This design comes from an exercise in tuning for small area, a short achievable clock period and few clock cycles on the open sky130 flow, not from production work.
Function was checked by simulation only, so behaviour that the tests miss may differ from the original.
Power is estimated from default activity; no workload was simulated.

// sha1_byte_stream_digest
module sha1_byte_stream_digest
(
  input  logic      clk,
  input  logic      rst_n,
  input  logic      in_valid,
  output logic      in_ready,
  input  logic [8:0]  in_data,
  output logic      out_valid,
  input  logic      out_ready,
  output logic [36:0] out_data
);
  localparam logic [159:0] H_INIT = {H4_INIT, H3_INIT, H2_INIT, H1_INIT, H0_INIT};
  logic [7:0]  wb_r [4];        
  logic [1:0]  bpos_r;          
  logic        wfull_r;         
  logic        finp_r;          
  logic        finp_rep_r;      
  logic        fin_r;           
  logic        nonempty_r;      
  logic        cstart_r;        
  logic        inc_r, newm_r;   
  logic [60:0] total_r;         
  logic [6:0]  p_r;             
  logic        pad_r;           
  logic        padfirst_r;      
  logic        lenok_r;         
  logic        pfinal_r;        
  logic        wpend_r;         
  logic [6:0]  r_r;             
  logic [1:0]  gsel_r;          
  logic [1:0]  gsel2_r;         
  logic        r79_r;           
  logic        plt16_r;         
  logic        xrot_r;          
  logic        acc_r;           
  logic        inj_r;           
  logic [2:0]  ic_r;            
  logic        hwr_r;           
  logic        rfirst_r;        
  logic        rfinal_r;        
  logic [31:0] h_r [5];
  logic [31:0] s_r;             
  logic [31:0] hr_r;            
  logic [4:0]  hsel_r;          
  logic        hcon_r;          
  logic        hprep_r;         
  logic        fin_inflight_r;  
  logic        oprep_r;         
  logic        out_busy_r;
  logic [2:0]  out_idx_r;
  logic        out_empty_r;
  logic p_lt16, p_is14, p_is15, p_is80, r_is79;
  logic round_go, r79_go, push_avail, push_go, push_data, pad_push;
  logic xfer, app, fin;
  logic proc_rep, proc_real;
  logic hr_load;
  logic finp_n, pad_n;
  logic out_fire;
  logic [31:0] sched, d_out, win_in, inj_val, xadd, sum, hmux;
  logic [31:0] pword;
  assign p_lt16 = plt16_r;
  ...
For scale: about 3500 cells after synthesis, ~1100 flip-flops, roughly 52 I/O pins, about 48000 um2 of cells after synthesis.
==> flow/config.mk <==
export PLATFORM = sky130hd
export DESIGN_NAME = sha1_byte_stream_digest
export DESIGN_NICKNAME = sha1_byte_stream_digest
export VERILOG_FILES = /design/flow/design.v
export SDC_FILE = /design/flow/constraint.sdc
export NUM_CORES = 4
export LEC_CHECK = 0
export CAP_MARGIN = 20
export CORE_MARGIN = 2
export CORE_UTILIZATION = 55
export CTS_CLUSTER_DIAMETER = 100
export CTS_CLUSTER_SIZE = 28
export SETUP_SLACK_MARGIN = 5
export SLEW_MARGIN = 20
==> flow/constraint.sdc <==
create_clock -name core_clock -period 9.0 [get_ports {clk}]
set_input_delay 1.8000 -clock core_clock [delete_from_list [all_inputs] [get_ports {clk}]]
set_output_delay 1.8000 -clock core_clock [all_outputs]
set_load 0.01 [all_outputs]
run.sh (not shown) runs the stock make flow with config.mk's settings and CLKGATE_MAP_FILE= SYNTH_SCRIPT=/design/flow/synth_recipe.tcl, a recipe that flattens the netlist after the stock synthesis.
The baseline went through all stages and came out clean.
Testbench counts at the start, summed over its fixed seeds: cycles 34,281.
Rerun with:
--- a/flow/config.mk
+++ b/flow/config.mk
@@ -10,3 +10 @@
-export CORE_UTILIZATION = 55
-export CTS_CLUSTER_DIAMETER = 100
-export CTS_CLUSTER_SIZE = 28
+export CORE_UTILIZATION = 40
After rerunning: Register-to-register slack gets better by 100 ps. Synthesized cell count does not change. Clock power went up by about 80%. Area after synthesis is unchanged. Cell count went up by about 12%. Wire length went up by about 0.4%. First-iteration DRC count went up by about 10%. Clock-buffer cell count went up by 69. Final area went up by about 5%. Sequential power hardly moves.
Rerun with:
--- a/flow/config.mk
+++ b/flow/config.mk
@@ -10 +10 @@
-export CORE_UTILIZATION = 40
+export CORE_UTILIZATION = 55
Power hardly moves.
Synthesized cell count is unchanged.
Core utilization went up by 16 points.
Maximum frequency is about the same.
Cell area went down by 1.2%.
Area after synthesis stays the same.
Combinational power went up by about 0.7%.
Wire length went up by 1.7%.
Rerun with:
==> flow/flow/run.sh (new file) <==
#!/bin/bash
bash standard.sh SETUP_SLACK_MARGIN=6 finish > standard.log 2>&1
==> flow/standard.sh (new file) <==
#!/bin/bash
# synth_recipe.tcl (not shown) runs the flow's synth.tcl, then flattens the netlist and writes it again
# the make line also repeats each setting of config.mk as NAME=value (left out here)
make -C /OpenROAD-flow-scripts/flow DESIGN_CONFIG=/design/flow/config.mk WORK_HOME=/design/flow/orfs CLKGATE_MAP_FILE= SYNTH_SCRIPT=/design/flow/synth_recipe.tcl "${@:-finish}"
--- a/flow/config.mk
+++ b/flow/config.mk
@@ -10 +10 @@
-export CORE_UTILIZATION = 55
+export CORE_UTILIZATION = 40
removed: flow/run.sh
The new run finished clean. Clock-buffer cell count fell by 10. Final area rose by about 9%. Total power rose by 13%.

separate check: timing with driven ports:
How much do the figures lean on ideal ports? The routed layouts below were timed once more, with nothing changed but the port constraints.
Step 1 assumes that a clkbuf_16 drives the clock port and a buf_2 every other input.
Step 2 also shifts input and output timing later by t, the mid clock arrival at the registers, as if the neighbouring blocks saw the same clock.
a / b / c = ideal / step 1 / step 2; a / b = the first two.
run | t (ns) | setup WS [ns] | cell pins on the clock port's net
the first run | 0.700 | 5.108 / 5.108 / 5.040 | 1
the second run | 0.792 | 5.125 / 5.050 / 5.147 | 1
the third run | 0.764 | 5.132 / 5.059 / 5.085 | 1
the fourth run | 0.775 | 5.399 / 5.399 / 5.363 | 1
After both steps setup and hold are still met in every run listed. The setup slack of the first run, which loses most, moves by 0.000 ns with the drivers and by -0.068 ns with both steps.
